Source: an optimization exercise on an open RTL-to-GDS flow (aim: small area). Production flows keep margins and buffers that such runs may drop.
RTL that was checked went through simulation tests only; none was proved equivalent to the original.
Power is estimated from default activity; no workload was simulated.

==> nickel: inputs <==
// strassenTop
module strassenTop (
    input  wire logic                                clk,
    input  wire logic                                reset,
    input  wire logic                                start,
    input  wire logic [3:0]                          mode,
    input  wire logic                                memWrite,
    input  wire logic                                memSelB,
    input  wire logic [strassenPkg::idxWidth-1:0]    memRow,
    input  wire logic [strassenPkg::idxWidth-1:0]    memCol,
    input  wire strassenPkg::elemT                   memData,
    input  wire logic [strassenPkg::addrWidth-1:0]   resultAddr,
    output logic                                     done,
    output strassenPkg::stateT                       state,
    output strassenPkg::resultT                      resultOut
);
==> module strassenControl, before the edit <==
module strassenControl (
    input  wire logic          clk,
    input  wire logic          reset,
    input  wire logic          start,
    input  wire logic [3:0]    mode,
    output logic               done,
    output logic               inBrute,      
    output strassenPkg::stateT state
);
    strassenPkg::stateT nextState;
    always_ff @(posedge clk or posedge reset) begin
        if (reset) state <= strassenPkg::stIdle;
        else       state <= nextState;
    end
    always_comb begin
        nextState = state;
        case (state)
            strassenPkg::stIdle:  if (start) nextState = strassenPkg::stCheck;
            strassenPkg::stCheck: begin
                if (mode == strassenPkg::modeBrute)
                    nextState = strassenPkg::stSel2;
                else if (mode == strassenPkg::modeStrassen)
                    nextState = strassenPkg::stSel4;
            end
            strassenPkg::stSel2:  nextState = strassenPkg::stBrute;
            strassenPkg::stBrute: nextState = strassenPkg::stLoadC;
            strassenPkg::stSel4:  nextState = strassenPkg::stSlice;
            strassenPkg::stSlice: nextState = strassenPkg::stCalc1;
            strassenPkg::stCalc1: nextState = strassenPkg::stCalc2;
            strassenPkg::stCalc2: nextState = strassenPkg::stComb1;
            strassenPkg::stComb1: nextState = strassenPkg::stComb2;
            strassenPkg::stComb2: nextState = strassenPkg::stLoadC;
            strassenPkg::stLoadC: nextState = strassenPkg::stDone;
            strassenPkg::stDone:  nextState = strassenPkg::stIdle;
            default:              nextState = strassenPkg::stIdle;
        endcase
    end
    assign inBrute = (state == strassenPkg::stBrute);
    assign done   = (state == strassenPkg::stDone);
endmodule
==> module matrixMemory, before the edit <==
module matrixMemory (
    input  wire logic                               clk,
    input  wire logic                               reset,
    input  wire logic                               memWrite,
    input  wire logic                               memSelB,     
    input  wire logic [strassenPkg::idxWidth-1:0]   memRow,
    input  wire logic [strassenPkg::idxWidth-1:0]   memCol,
    input  wire strassenPkg::elemT                  memData,
    input  wire strassenPkg::stateT                 state,
    input  wire logic                               inBrute,
    output logic [strassenPkg::matDim-1:0][strassenPkg::matDim-1:0][strassenPkg::elemWidth-1:0] visA,
    output logic [strassenPkg::matDim-1:0][strassenPkg::matDim-1:0][strassenPkg::elemWidth-1:0] visB,
    output logic                                    visValid,    
    output logic                                    vis2         
);
    logic [strassenPkg::matDim-1:0][strassenPkg::matDim-1:0][strassenPkg::elemWidth-1:0] memA, memB;
    logic [strassenPkg::matDim-1:0][strassenPkg::matDim-1:0][strassenPkg::elemWidth-1:0] snapA, snapB;
    logic snap2;
    always_ff @(posedge clk) snap2 <= inBrute;
    logic [strassenPkg::matDim-1:0][strassenPkg::matDim-1:0] weA, weB;
    always_comb begin
        for (int i = 0; i < strassenPkg::matDim; i++) begin
            for (int j = 0; j < strassenPkg::matDim; j++) begin
                weA[i][j] = memWrite && !memSelB && memRow == i && memCol == j;
                weB[i][j] = memWrite &&  memSelB && memRow == i && memCol == j;
            end
        end
    end
    always_ff @(posedge clk) begin
        for (int i = 0; i < strassenPkg::matDim; i++) begin
            for (int j = 0; j < strassenPkg::matDim; j++) begin
                if (weA[i][j]) memA[i][j] <= memData;
                if (weB[i][j]) memB[i][j] <= memData;
            end
        end
    end
    logic [3:0] ldSnapQ, ldVisQ;
    for (genvar q = 0; q < 4; q++) begin : g_ld
        strassenLoadDecode i_ld (.state(state), .ldSnap(ldSnapQ[q]), .ldVis(ldVisQ[q]));
    end
    always_ff @(posedge clk) begin
        for (int i = 0; i < strassenPkg::matDim; i++) begin
            if (ldSnapQ[i / 2])     snapA[i] <= memA[i];
            if (ldSnapQ[2 + i / 2]) snapB[i] <= memB[i];
            if (ldVisQ[i / 2])      visA[i]  <= snapA[i];
            if (ldVisQ[2 + i / 2])  visB[i]  <= snapB[i];
        end
        if (ldVisQ[0]) vis2 <= snap2;
    end
    always_ff @(posedge clk or posedge reset) begin
        if (reset)      visValid <= 1'b0;
        else if (ldVisQ[0]) visValid <= 1'b1;
    end
endmodule
==> module strassenLoadDecode, before the edit <==
module strassenLoadDecode (
    input  wire strassenPkg::stateT state,
    output logic                    ldSnap,
    output logic                    ldVis
);
    assign ldSnap = (state == strassenPkg::stSel2) || (state == strassenPkg::stSel4);
    assign ldVis  = (state == strassenPkg::stLoadC);
endmodule
==> module strassenTop, before the edit <==
module strassenTop (
    input  wire logic                                clk,
    input  wire logic                                reset,
    input  wire logic                                start,
    input  wire logic [3:0]                          mode,
    input  wire logic                                memWrite,
    input  wire logic                                memSelB,
    input  wire logic [strassenPkg::idxWidth-1:0]    memRow,
    input  wire logic [strassenPkg::idxWidth-1:0]    memCol,
    input  wire strassenPkg::elemT                   memData,
    input  wire logic [strassenPkg::addrWidth-1:0]   resultAddr,
    output logic                                     done,
    output strassenPkg::stateT                       state,
    output strassenPkg::resultT                      resultOut
);
    logic inBrute, visValid, vis2;
    logic [strassenPkg::matDim-1:0][strassenPkg::matDim-1:0][strassenPkg::elemWidth-1:0] visA, visB;
    strassenControl i_strassenControl (
        .clk    (clk),
        .reset  (reset),
        .start  (start),
        .mode   (mode),
        .done   (done),
        .inBrute (inBrute),
        .state  (state)
    );
    matrixMemory i_matrixMemory (
        .clk      (clk),
        .reset    (reset),
        .memWrite (memWrite),
        .memSelB  (memSelB),
        .memRow   (memRow),
        .memCol   (memCol),
        .memData  (memData),
        .state    (state),
        .inBrute  (inBrute),
        .visA     (visA),
        .visB     (visB),
        .visValid (visValid),
        .vis2     (vis2)
    );
    strassenDatapath i_strassenDatapath (
        .visA       (visA),
        .visB       (visB),
        .visValid   (visValid),
        .vis2       (vis2),
        .resultAddr (resultAddr),
        .resultOut  (resultOut)
    );
endmodule
clock: 10.0 ns
lec_check: 0
cap_margin: 0
core_margin: 2
core_utilization: 60
gpl_timing_driven: 0
slew_margin: 0
synth_hierarchical: 1
standard.sh (not shown) runs the stock make flow with config.mk's settings and CLKGATE_MAP_FILE= SYNTH_SCRIPT=/design/flow/synth_recipe.tcl, a recipe that flattens the netlist after the stock synthesis.
==> flow/flow/run.sh <==
#!/bin/bash
# Standard layout, with two changes: the clock tree uses larger sink clusters and no
# dummy loads, and the port buffers are the smallest buffer cell.
set -euo pipefail
CTS="-sink_clustering_enable -repair_clock_nets -dont_use_dummy_load"
CTS="$CTS -sink_clustering_size ${FLOW_CTS_SIZE:-20} -sink_clustering_max_diameter ${FLOW_CTS_DIAM:-120}"
CTS="$CTS -buf_list sky130_fd_sc_hd__clkbuf_8"
bash standard.sh "CTS_ARGS=$CTS" "BUFFER_PORTS_ARGS=-buffer_cell sky130_fd_sc_hd__buf_1" finish > standard.log 2>&1
==> onyx: changes against nickel <==
--- a/flow/design.v
+++ b/flow/design.v
@@ -100,16 +100,16 @@
     assign pp3_30 = ~(rowA[3][3] & colB[3][0]);
     assign pp3_31 = ~(rowA[3][3] & colB[3][1]);
     assign pp3_32 = ~(rowA[3][3] & colB[3][2]);
     assign pp3_33 = ~(rowA[3][3] & colB[3][3]);
     strassenFullAdder i_fa0 (.a(pp0_00), .b(pp1_00), .c(pp2_00), .s(fs0), .co(fc0));
-    strassenHalfAdderN i_ha0 (.a(pp3_00), .b(fs0), .s(hs0), .co(hc0));
+    strassenFullAdder i_ha0 (.a(pp3_00), .b(fs0), .c(1'b1), .s(hs0), .co(hc0));
     strassenFullAdder i_fa1 (.a(pp0_01), .b(pp0_10), .c(pp1_01), .s(fs1), .co(fc1));
     strassenFullAdder i_fa2 (.a(pp1_10), .b(pp2_01), .c(pp2_10), .s(fs2), .co(fc2));
     strassenFullAdder i_fa3 (.a(pp3_01), .b(pp3_10), .c(fc0), .s(fs3), .co(fc3));
     strassenFullAdder i_fa4 (.a(fs1), .b(fs2), .c(hc0), .s(fs4), .co(fc4));
-    strassenHalfAdderN i_ha1 (.a(fs3), .b(fs4), .s(hs1), .co(hc1));
+    strassenFullAdder i_ha1 (.a(fs3), .b(fs4), .c(1'b1), .s(hs1), .co(hc1));
     strassenFullAdder i_fa5 (.a(pp0_02), .b(pp0_11), .c(pp0_20), .s(fs5), .co(fc5));
     strassenFullAdder i_fa6 (.a(pp1_02), .b(pp1_11), .c(pp1_20), .s(fs6), .co(fc6));
     strassenFullAdder i_fa7 (.a(pp2_02), .b(pp2_11), .c(pp2_20), .s(fs7), .co(fc7));
     strassenFullAdder i_fa8 (.a(pp3_02), .b(pp3_11), .c(pp3_20), .s(fs8), .co(fc8));
     strassenFullAdder i_fa9 (.a(fc1), .b(fc2), .c(fs5), .s(fs9), .co(fc9));
@@ -125,11 +125,11 @@
     strassenFullAdder i_fa19 (.a(fc7), .b(fc8), .c(fs13), .s(fs19), .co(fc19));
     strassenFullAdder i_fa20 (.a(fs14), .b(fs15), .c(fs16), .s(fs20), .co(fc20));
     strassenFullAdder i_fa21 (.a(fs17), .b(fc10), .c(fc9), .s(fs21), .co(fc21));
     strassenFullAdder i_fa22 (.a(fs18), .b(fs19), .c(fs20), .s(fs22), .co(fc22));
     strassenFullAdder i_fa23 (.a(fc11), .b(fs21), .c(fs22), .s(fs23), .co(fc23));
-    strassenHalfAdderN i_ha2 (.a(fc12), .b(fs23), .s(hs2), .co(hc2));
+    strassenFullAdder i_ha2 (.a(fc12), .b(fs23), .c(1'b1), .s(hs2), .co(hc2));
     strassenFullAdder i_fa24 (.a(pp0_13), .b(pp0_22), .c(pp0_31), .s(fs24), .co(fc24));
     strassenFullAdder i_fa25 (.a(pp1_13), .b(pp1_22), .c(pp1_31), .s(fs25), .co(fc25));
     strassenFullAdder i_fa26 (.a(pp2_13), .b(pp2_22), .c(pp2_31), .s(fs26), .co(fc26));
     strassenFullAdder i_fa27 (.a(pp3_13), .b(pp3_22), .c(pp3_31), .s(fs27), .co(fc27));
     strassenFullAdder i_fa28 (.a(fc13), .b(fc14), .c(fc15), .s(fs28), .co(fc28));
@@ -137,28 +137,28 @@
     strassenFullAdder i_fa30 (.a(fs25), .b(fs26), .c(fs27), .s(fs30), .co(fc30));
     strassenFullAdder i_fa31 (.a(fc18), .b(fc19), .c(fc20), .s(fs31), .co(fc31));
     strassenFullAdder i_fa32 (.a(fs28), .b(fs29), .c(fs30), .s(fs32), .co(fc32));
     strassenFullAdder i_fa33 (.a(fc21), .b(fc22), .c(fs31), .s(fs33), .co(fc33));
     strassenFullAdder i_fa34 (.a(fs32), .b(fc23), .c(fs33), .s(fs34), .co(fc34));
-    strassenHalfAdderN i_ha3 (.a(hc2), .b(fs34), .s(hs3), .co(hc3));
+    strassenFullAdder i_ha3 (.a(hc2), .b(fs34), .c(1'b1), .s(hs3), .co(hc3));
     strassenFullAdder i_fa35 (.a(pp0_23), .b(pp0_32), .c(pp1_23), .s(fs35), .co(fc35));
     strassenFullAdder i_fa36 (.a(pp1_32), .b(pp2_23), .c(pp2_32), .s(fs36), .co(fc36));
     strassenFullAdder i_fa37 (.a(pp3_23), .b(pp3_32), .c(fc24), .s(fs37), .co(fc37));
     strassenFullAdder i_fa38 (.a(fc25), .b(fc26), .c(fc27), .s(fs38), .co(fc38));
     strassenFullAdder i_fa39 (.a(fs35), .b(fs36), .c(fc28), .s(fs39), .co(fc39));
     strassenFullAdder i_fa40 (.a(fc29), .b(fc30), .c(fs37), .s(fs40), .co(fc40));
     strassenFullAdder i_fa41 (.a(fs38), .b(fc31), .c(fc32), .s(fs41), .co(fc41));
     strassenFullAdder i_fa42 (.a(fs39), .b(fs40), .c(fc33), .s(fs42), .co(fc42));
     strassenFullAdder i_fa43 (.a(fs41), .b(fc34), .c(fs42), .s(fs43), .co(fc43));
-    strassenHalfAdderN i_ha4 (.a(hc3), .b(fs43), .s(hs4), .co(hc4));
+    strassenFullAdder i_ha4 (.a(hc3), .b(fs43), .c(1'b1), .s(hs4), .co(hc4));
     strassenFullAdder i_fa44 (.a(pp0_33), .b(pp1_33), .c(pp2_33), .s(fs44), .co(fc44));
     strassenFullAdder i_fa45 (.a(pp3_33), .b(fc35), .c(fc36), .s(fs45), .co(fc45));
     strassenFullAdder i_fa46 (.a(fs44), .b(fc37), .c(fc38), .s(fs46), .co(fc46));
     strassenFullAdder i_fa47 (.a(fs45), .b(fc39), .c(fc40), .s(fs47), .co(fc47));
     strassenFullAdder i_fa48 (.a(fs46), .b(fc41), .c(fs47), .s(fs48), .co(fc48));
     strassenFullAdder i_fa49 (.a(fc42), .b(fs48), .c(fc43), .s(fs49), .co(fc49));
-    strassenHalfAdderN i_ha5 (.a(hc4), .b(fs49), .s(hs5), .co(hc5));
+    strassenFullAdder i_ha5 (.a(hc4), .b(fs49), .c(1'b1), .s(hs5), .co(hc5));
     strassenFullAdder i_fa50 (.a(fc44), .b(fc45), .c(fc46), .s(fs50), .co(fc50));
     strassenFullAdder i_fa51 (.a(fc47), .b(fs50), .c(fc48), .s(fs51), .co(fc51));
     strassenFullAdder i_fa52 (.a(fs51), .b(fc49), .c(hc5), .s(fs52), .co(fc52));
     strassenFullAdder i_fa53 (.a(fc50), .b(fc51), .c(fc52), .s(fs53), .co(fc53));
     assign dot[0] = ~hs0;
@@ -171,29 +171,10 @@
     assign dot[7] = ~fs52;
     assign dot[8] = ~fs53;
     assign dot[9] = ~fc53;
     assign dot[strassenPkg::resultWidth-1:10] = '0;
 endmodule
-module strassenHalfAdderN (
-    input  wire logic a, b,
-    output logic      s, co
-);
-    strassenXnor2 i_s  (.a(a), .b(b), .y(s));
-    strassenOr2   i_co (.a(a), .b(b), .y(co));
-endmodule
-module strassenXnor2 (
-    input  wire logic a, b,
-    output logic      y
-);
-    assign y = ~(a ^ b);
-endmodule
-module strassenOr2 (
-    input  wire logic a, b,
-    output logic      y
-);
-    assign y = a | b;
-endmodule
 module strassenFullAdder (
     input  wire logic a, b, c,
     output logic      s, co
 );
     assign s  = a ^ b ^ c;
@@ -210,55 +191,34 @@
     input  wire logic [strassenPkg::addrWidth-1:0]   resultAddr,
     output logic [strassenPkg::resultWidth-1:0] resultOut
 );
     logic [strassenPkg::idxWidth-1:0] readRow, readCol;
     logic [strassenPkg::matDim-1:0][strassenPkg::elemWidth-1:0] rowA, colB;
+    logic [strassenPkg::resultWidth-1:0] dot;
     assign readRow = resultAddr[strassenPkg::addrWidth-1 -: strassenPkg::idxWidth];
     assign readCol = resultAddr[strassenPkg::idxWidth-1:0];
-    logic                             rowEn;
-    logic [strassenPkg::matDim-1:0]   selLo, selHi, selCol;
-    assign rowEn = visValid && !(vis2 && (readRow[1] || readCol[1]));
     always_comb begin
-        for (int r = 0; r < strassenPkg::matDim; r++) begin
-            selLo[r]  = rowEn && readRow == r;
-            selHi[r]  = rowEn && !vis2 && readRow == r;
-            selCol[r] = readCol == r;
+        for (int k = 0; k < strassenPkg::matDim; k++) begin
+            rowA[k] = (vis2 && k >= strassenPkg::halfDim) ? '0 : visA[readRow][k];
+            colB[k] = visB[k][readCol];
         end
     end
-    for (genvar k = 0; k < strassenPkg::matDim; k++) begin : g_k
-        for (genvar b = 0; b < strassenPkg::elemWidth; b++) begin : g_b
-            strassenSel4 i_selA (
-                .sel (k < strassenPkg::halfDim ? selLo : selHi),
-                .d   ({visA[3][k][b], visA[2][k][b], visA[1][k][b], visA[0][k][b]}),
-                .y   (rowA[k][b])
-            );
-            strassenSel4 i_selB (
-                .sel (selCol),
-                .d   ({visB[k][3][b], visB[k][2][b], visB[k][1][b], visB[k][0][b]}),
-                .y   (colB[k][b])
-            );
-        end
-    end
-    strassenProducts i_strassenProducts (.rowA(rowA), .colB(colB), .dot(resultOut));
-endmodule
-module strassenSel4 (
-    input  wire logic [3:0] sel,
-    input  wire logic [3:0] d,
-    output logic            y
-);
-    assign y = |(sel & d);
+    strassenProducts i_strassenProducts (.rowA(rowA), .colB(colB), .dot(dot));
+    assign resultOut = (!visValid || (vis2 && (readRow[1] || readCol[1]))) ? '0 : dot;
 endmodule
 `default_nettype wire
 `timescale 1ns/1ns
 `default_nettype none
 module strassenControl (
     input  wire logic          clk,
     input  wire logic          reset,
     input  wire logic          start,
     input  wire logic [3:0]    mode,
     output logic               done,
-    output logic               inBrute,      
+    output logic               ldSnap,       
+    output logic               ldVis,        
+    output logic               sel2,         
     output strassenPkg::stateT state
 );
     strassenPkg::stateT nextState;
     always_ff @(posedge clk or posedge reset) begin
         if (reset) state <= strassenPkg::stIdle;
@@ -285,11 +245,13 @@
             strassenPkg::stLoadC: nextState = strassenPkg::stDone;
             strassenPkg::stDone:  nextState = strassenPkg::stIdle;
             default:              nextState = strassenPkg::stIdle;
         endcase
     end
-    assign inBrute = (state == strassenPkg::stBrute);
+    assign sel2   = (state == strassenPkg::stSel2);
+    assign ldSnap = (state == strassenPkg::stSel2) || (state == strassenPkg::stSel4);
+    assign ldVis  = (state == strassenPkg::stLoadC);
     assign done   = (state == strassenPkg::stDone);
 endmodule
 `default_nettype wire
 `timescale 1ns/1ns
 `default_nettype none
@@ -299,21 +261,21 @@
     input  wire logic                               memWrite,
     input  wire logic                               memSelB,     
     input  wire logic [strassenPkg::idxWidth-1:0]   memRow,
     input  wire logic [strassenPkg::idxWidth-1:0]   memCol,
     input  wire strassenPkg::elemT                  memData,
-    input  wire strassenPkg::stateT                 state,
-    input  wire logic                               inBrute,
+    input  wire logic                               ldSnap,
+    input  wire logic                               ldVis,
+    input  wire logic                               sel2,
     output logic [strassenPkg::matDim-1:0][strassenPkg::matDim-1:0][strassenPkg::elemWidth-1:0] visA,
     output logic [strassenPkg::matDim-1:0][strassenPkg::matDim-1:0][strassenPkg::elemWidth-1:0] visB,
     output logic                                    visValid,    
     output logic                                    vis2         
 );
     logic [strassenPkg::matDim-1:0][strassenPkg::matDim-1:0][strassenPkg::elemWidth-1:0] memA, memB;
     logic [strassenPkg::matDim-1:0][strassenPkg::matDim-1:0][strassenPkg::elemWidth-1:0] snapA, snapB;
     logic snap2;
-    always_ff @(posedge clk) snap2 <= inBrute;
     logic [strassenPkg::matDim-1:0][strassenPkg::matDim-1:0] weA, weB;
     always_comb begin
         for (int i = 0; i < strassenPkg::matDim; i++) begin
             for (int j = 0; j < strassenPkg::matDim; j++) begin
                 weA[i][j] = memWrite && !memSelB && memRow == i && memCol == j;
@@ -327,36 +289,29 @@
                 if (weA[i][j]) memA[i][j] <= memData;
                 if (weB[i][j]) memB[i][j] <= memData;
             end
         end
     end
-    logic [3:0] ldSnapQ, ldVisQ;
-    for (genvar q = 0; q < 4; q++) begin : g_ld
-        strassenLoadDecode i_ld (.state(state), .ldSnap(ldSnapQ[q]), .ldVis(ldVisQ[q]));
+    always_ff @(posedge clk) begin
+        if (ldSnap) begin
+            snapA <= memA;
+            snapB <= memB;
+            snap2 <= sel2;
+        end
     end
     always_ff @(posedge clk) begin
-        for (int i = 0; i < strassenPkg::matDim; i++) begin
-            if (ldSnapQ[i / 2])     snapA[i] <= memA[i];
-            if (ldSnapQ[2 + i / 2]) snapB[i] <= memB[i];
-            if (ldVisQ[i / 2])      visA[i]  <= snapA[i];
-            if (ldVisQ[2 + i / 2])  visB[i]  <= snapB[i];
+        if (ldVis) begin
+            visA <= snapA;
+            visB <= snapB;
+            vis2 <= snap2;
         end
-        if (ldVisQ[0]) vis2 <= snap2;
     end
     always_ff @(posedge clk or posedge reset) begin
         if (reset)      visValid <= 1'b0;
-        else if (ldVisQ[0]) visValid <= 1'b1;
+        else if (ldVis) visValid <= 1'b1;
     end
 endmodule
-module strassenLoadDecode (
-    input  wire strassenPkg::stateT state,
-    output logic                    ldSnap,
-    output logic                    ldVis
-);
-    assign ldSnap = (state == strassenPkg::stSel2) || (state == strassenPkg::stSel4);
-    assign ldVis  = (state == strassenPkg::stLoadC);
-endmodule
 `default_nettype wire
 `timescale 1ns/1ns
 `default_nettype none
 module strassenTop (
     input  wire logic                                clk,
@@ -371,31 +326,34 @@
     input  wire logic [strassenPkg::addrWidth-1:0]   resultAddr,
     output logic                                     done,
     output strassenPkg::stateT                       state,
     output strassenPkg::resultT                      resultOut
 );
-    logic inBrute, visValid, vis2;
+    logic ldSnap, ldVis, sel2, visValid, vis2;
     logic [strassenPkg::matDim-1:0][strassenPkg::matDim-1:0][strassenPkg::elemWidth-1:0] visA, visB;
     strassenControl i_strassenControl (
         .clk    (clk),
         .reset  (reset),
         .start  (start),
         .mode   (mode),
         .done   (done),
-        .inBrute (inBrute),
+        .ldSnap (ldSnap),
+        .ldVis  (ldVis),
+        .sel2   (sel2),
         .state  (state)
     );
     matrixMemory i_matrixMemory (
         .clk      (clk),
         .reset    (reset),
         .memWrite (memWrite),
         .memSelB  (memSelB),
         .memRow   (memRow),
         .memCol   (memCol),
         .memData  (memData),
-        .state    (state),
-        .inBrute  (inBrute),
+        .ldSnap   (ldSnap),
+        .ldVis    (ldVis),
+        .sel2     (sel2),
         .visA     (visA),
         .visB     (visB),
         .visValid (visValid),
         .vis2     (vis2)
     );
==> flow/run.sh (new file) <==
#!/bin/bash
# synth_recipe.tcl (not shown) runs the flow's synth.tcl, then flattens the netlist and writes it again
# the make line also repeats each setting of config.mk as NAME=value (left out here)
make -C /OpenROAD-flow-scripts/flow DESIGN_CONFIG=/design/flow/config.mk WORK_HOME=/design/flow/orfs CLKGATE_MAP_FILE= SYNTH_SCRIPT=/design/flow/synth_recipe.tcl finish
==> flow/config.mk (replaced) <==
export PLATFORM = sky130hd
export DESIGN_NAME = strassenTop
export DESIGN_NICKNAME = strassenTop
export VERILOG_FILES = /design/flow/design.v
export SDC_FILE = /design/flow/constraint.sdc
export NUM_CORES = 4
export LEC_CHECK = 0
export CAP_MARGIN = 20
export CORE_MARGIN = 2
export CORE_UTILIZATION = 40
export CTS_BUF_LIST = sky130_fd_sc_hd__clkbuf_8
export CTS_CLUSTER_SIZE = 30
export GPL_TIMING_DRIVEN = 0
export SLEW_MARGIN = 20
export SYNTH_HIERARCHICAL = 1
removed: flow/flow/run.sh
removed: flow/standard.sh
==> lagoon: changes against nickel <==
--- a/flow/design.v
+++ b/flow/design.v
@@ -254,11 +254,13 @@
     input  wire logic          clk,
     input  wire logic          reset,
     input  wire logic          start,
     input  wire logic [3:0]    mode,
     output logic               done,
-    output logic               inBrute,      
+    output logic               ldSnap,       
+    output logic               ldVis,        
+    output logic               sel2,         
     output strassenPkg::stateT state
 );
     strassenPkg::stateT nextState;
     always_ff @(posedge clk or posedge reset) begin
         if (reset) state <= strassenPkg::stIdle;
@@ -285,11 +287,13 @@
             strassenPkg::stLoadC: nextState = strassenPkg::stDone;
             strassenPkg::stDone:  nextState = strassenPkg::stIdle;
             default:              nextState = strassenPkg::stIdle;
         endcase
     end
-    assign inBrute = (state == strassenPkg::stBrute);
+    assign sel2   = (state == strassenPkg::stSel2);
+    assign ldSnap = (state == strassenPkg::stSel2) || (state == strassenPkg::stSel4);
+    assign ldVis  = (state == strassenPkg::stLoadC);
     assign done   = (state == strassenPkg::stDone);
 endmodule
 `default_nettype wire
 `timescale 1ns/1ns
 `default_nettype none
@@ -299,21 +303,21 @@
     input  wire logic                               memWrite,
     input  wire logic                               memSelB,     
     input  wire logic [strassenPkg::idxWidth-1:0]   memRow,
     input  wire logic [strassenPkg::idxWidth-1:0]   memCol,
     input  wire strassenPkg::elemT                  memData,
-    input  wire strassenPkg::stateT                 state,
-    input  wire logic                               inBrute,
+    input  wire logic                               ldSnap,
+    input  wire logic                               ldVis,
+    input  wire logic                               sel2,
     output logic [strassenPkg::matDim-1:0][strassenPkg::matDim-1:0][strassenPkg::elemWidth-1:0] visA,
     output logic [strassenPkg::matDim-1:0][strassenPkg::matDim-1:0][strassenPkg::elemWidth-1:0] visB,
     output logic                                    visValid,    
     output logic                                    vis2         
 );
     logic [strassenPkg::matDim-1:0][strassenPkg::matDim-1:0][strassenPkg::elemWidth-1:0] memA, memB;
     logic [strassenPkg::matDim-1:0][strassenPkg::matDim-1:0][strassenPkg::elemWidth-1:0] snapA, snapB;
     logic snap2;
-    always_ff @(posedge clk) snap2 <= inBrute;
     logic [strassenPkg::matDim-1:0][strassenPkg::matDim-1:0] weA, weB;
     always_comb begin
         for (int i = 0; i < strassenPkg::matDim; i++) begin
             for (int j = 0; j < strassenPkg::matDim; j++) begin
                 weA[i][j] = memWrite && !memSelB && memRow == i && memCol == j;
@@ -327,36 +331,29 @@
                 if (weA[i][j]) memA[i][j] <= memData;
                 if (weB[i][j]) memB[i][j] <= memData;
             end
         end
     end
-    logic [3:0] ldSnapQ, ldVisQ;
-    for (genvar q = 0; q < 4; q++) begin : g_ld
-        strassenLoadDecode i_ld (.state(state), .ldSnap(ldSnapQ[q]), .ldVis(ldVisQ[q]));
+    always_ff @(posedge clk) begin
+        if (ldSnap) begin
+            snapA <= memA;
+            snapB <= memB;
+            snap2 <= sel2;
+        end
     end
     always_ff @(posedge clk) begin
-        for (int i = 0; i < strassenPkg::matDim; i++) begin
-            if (ldSnapQ[i / 2])     snapA[i] <= memA[i];
-            if (ldSnapQ[2 + i / 2]) snapB[i] <= memB[i];
-            if (ldVisQ[i / 2])      visA[i]  <= snapA[i];
-            if (ldVisQ[2 + i / 2])  visB[i]  <= snapB[i];
+        if (ldVis) begin
+            visA <= snapA;
+            visB <= snapB;
+            vis2 <= snap2;
         end
-        if (ldVisQ[0]) vis2 <= snap2;
     end
     always_ff @(posedge clk or posedge reset) begin
         if (reset)      visValid <= 1'b0;
-        else if (ldVisQ[0]) visValid <= 1'b1;
+        else if (ldVis) visValid <= 1'b1;
     end
 endmodule
-module strassenLoadDecode (
-    input  wire strassenPkg::stateT state,
-    output logic                    ldSnap,
-    output logic                    ldVis
-);
-    assign ldSnap = (state == strassenPkg::stSel2) || (state == strassenPkg::stSel4);
-    assign ldVis  = (state == strassenPkg::stLoadC);
-endmodule
 `default_nettype wire
 `timescale 1ns/1ns
 `default_nettype none
 module strassenTop (
     input  wire logic                                clk,
@@ -371,31 +368,34 @@
     input  wire logic [strassenPkg::addrWidth-1:0]   resultAddr,
     output logic                                     done,
     output strassenPkg::stateT                       state,
     output strassenPkg::resultT                      resultOut
 );
-    logic inBrute, visValid, vis2;
+    logic ldSnap, ldVis, sel2, visValid, vis2;
     logic [strassenPkg::matDim-1:0][strassenPkg::matDim-1:0][strassenPkg::elemWidth-1:0] visA, visB;
     strassenControl i_strassenControl (
         .clk    (clk),
         .reset  (reset),
         .start  (start),
         .mode   (mode),
         .done   (done),
-        .inBrute (inBrute),
+        .ldSnap (ldSnap),
+        .ldVis  (ldVis),
+        .sel2   (sel2),
         .state  (state)
     );
     matrixMemory i_matrixMemory (
         .clk      (clk),
         .reset    (reset),
         .memWrite (memWrite),
         .memSelB  (memSelB),
         .memRow   (memRow),
         .memCol   (memCol),
         .memData  (memData),
-        .state    (state),
-        .inBrute  (inBrute),
+        .ldSnap   (ldSnap),
+        .ldVis    (ldVis),
+        .sel2     (sel2),
         .visA     (visA),
         .visB     (visB),
         .visValid (visValid),
         .vis2     (vis2)
     );
==> qor summary <==
Run status: onyx no timing/DRC/antenna violations; lagoon no timing/DRC/antenna violations; nickel no timing/DRC/antenna violations
Cells after DPL: onyx 1199; lagoon 1085; nickel 1092
Inserted Clock Buffers: onyx 58; lagoon 23; nickel 23
Fraction of layout cells with a size suffix above 1: onyx 0.190; lagoon 0.0805; nickel 0.0971
Minimum clock period: onyx 9.81 ns; lagoon 9.80 ns; nickel 9.80 ns
Fin worst setup slack: onyx 0.187 ns; lagoon 0.205 ns; nickel 0.202 ns
Worst r2r dst: onyx i_matrixMemory.snapB[51]$_DFFE_PP_; lagoon i_matrixMemory.snapB[3]$_DFFE_PP_; nickel i_matrixMemory.snapB[18]$_DFFE_PP_
Fraction of area in multi-input gates: onyx 0.172; lagoon 0.168; nickel 0.176
Tap cell instance count: onyx 468; lagoon 319; nickel 319
Arrival time at the worst endpoint: onyx 7.81 ns; lagoon 7.80 ns; nickel 7.80 ns
Total number of nets in the final design: onyx 880; lagoon 872; nickel 880
Startpoint of the most critical setup path: onyx resultAddr[0]; lagoon resultAddr[3]; nickel resultAddr[3]
Net switching power: onyx 1.94 mW; lagoon 1.21 mW; nickel 1.15 mW
Reg power frac: onyx 0.362; lagoon 0.560; nickel 0.585
No functional check of the RTL was part of nickel and onyx.

re-timing with driven ports:
The flow's constraints put no driver on any port. The routed layouts listed below were extracted and timed again, unchanged, in two steps. Step 1 sets driving cells, clkbuf_16 on the clock port and buf_2 on the other inputs (assumed; they add their load-dependent delay and slew). Step 2 adds t to the input delays and takes it off the output delays; t is the mean of the earliest and latest rising clock arrival at the registers after step 1. Input paths then give back, and output paths get back, about the clock's delay inside the block. a / b / c = no drivers / after step 1 / after step 2; a / b = the first two.
run	t (ns)	setup slack, ns	worst setup path at the end	worst data-port slew with drivers (ns)	cell pins on the clock port's net
nickel	0.578	0.202 / 0.170 / 0.170	input to output	0.04	1
onyx	0.617	0.187 / 0.133 / 0.133	input to output	0.12	1
lagoon	0.593	0.205 / 0.180 / 0.180	input to output	0.06	1
After both steps every run listed still meets setup and hold. The setup slack of onyx, which loses most, moves by -0.054 ns with the drivers and by -0.054 ns with both steps.
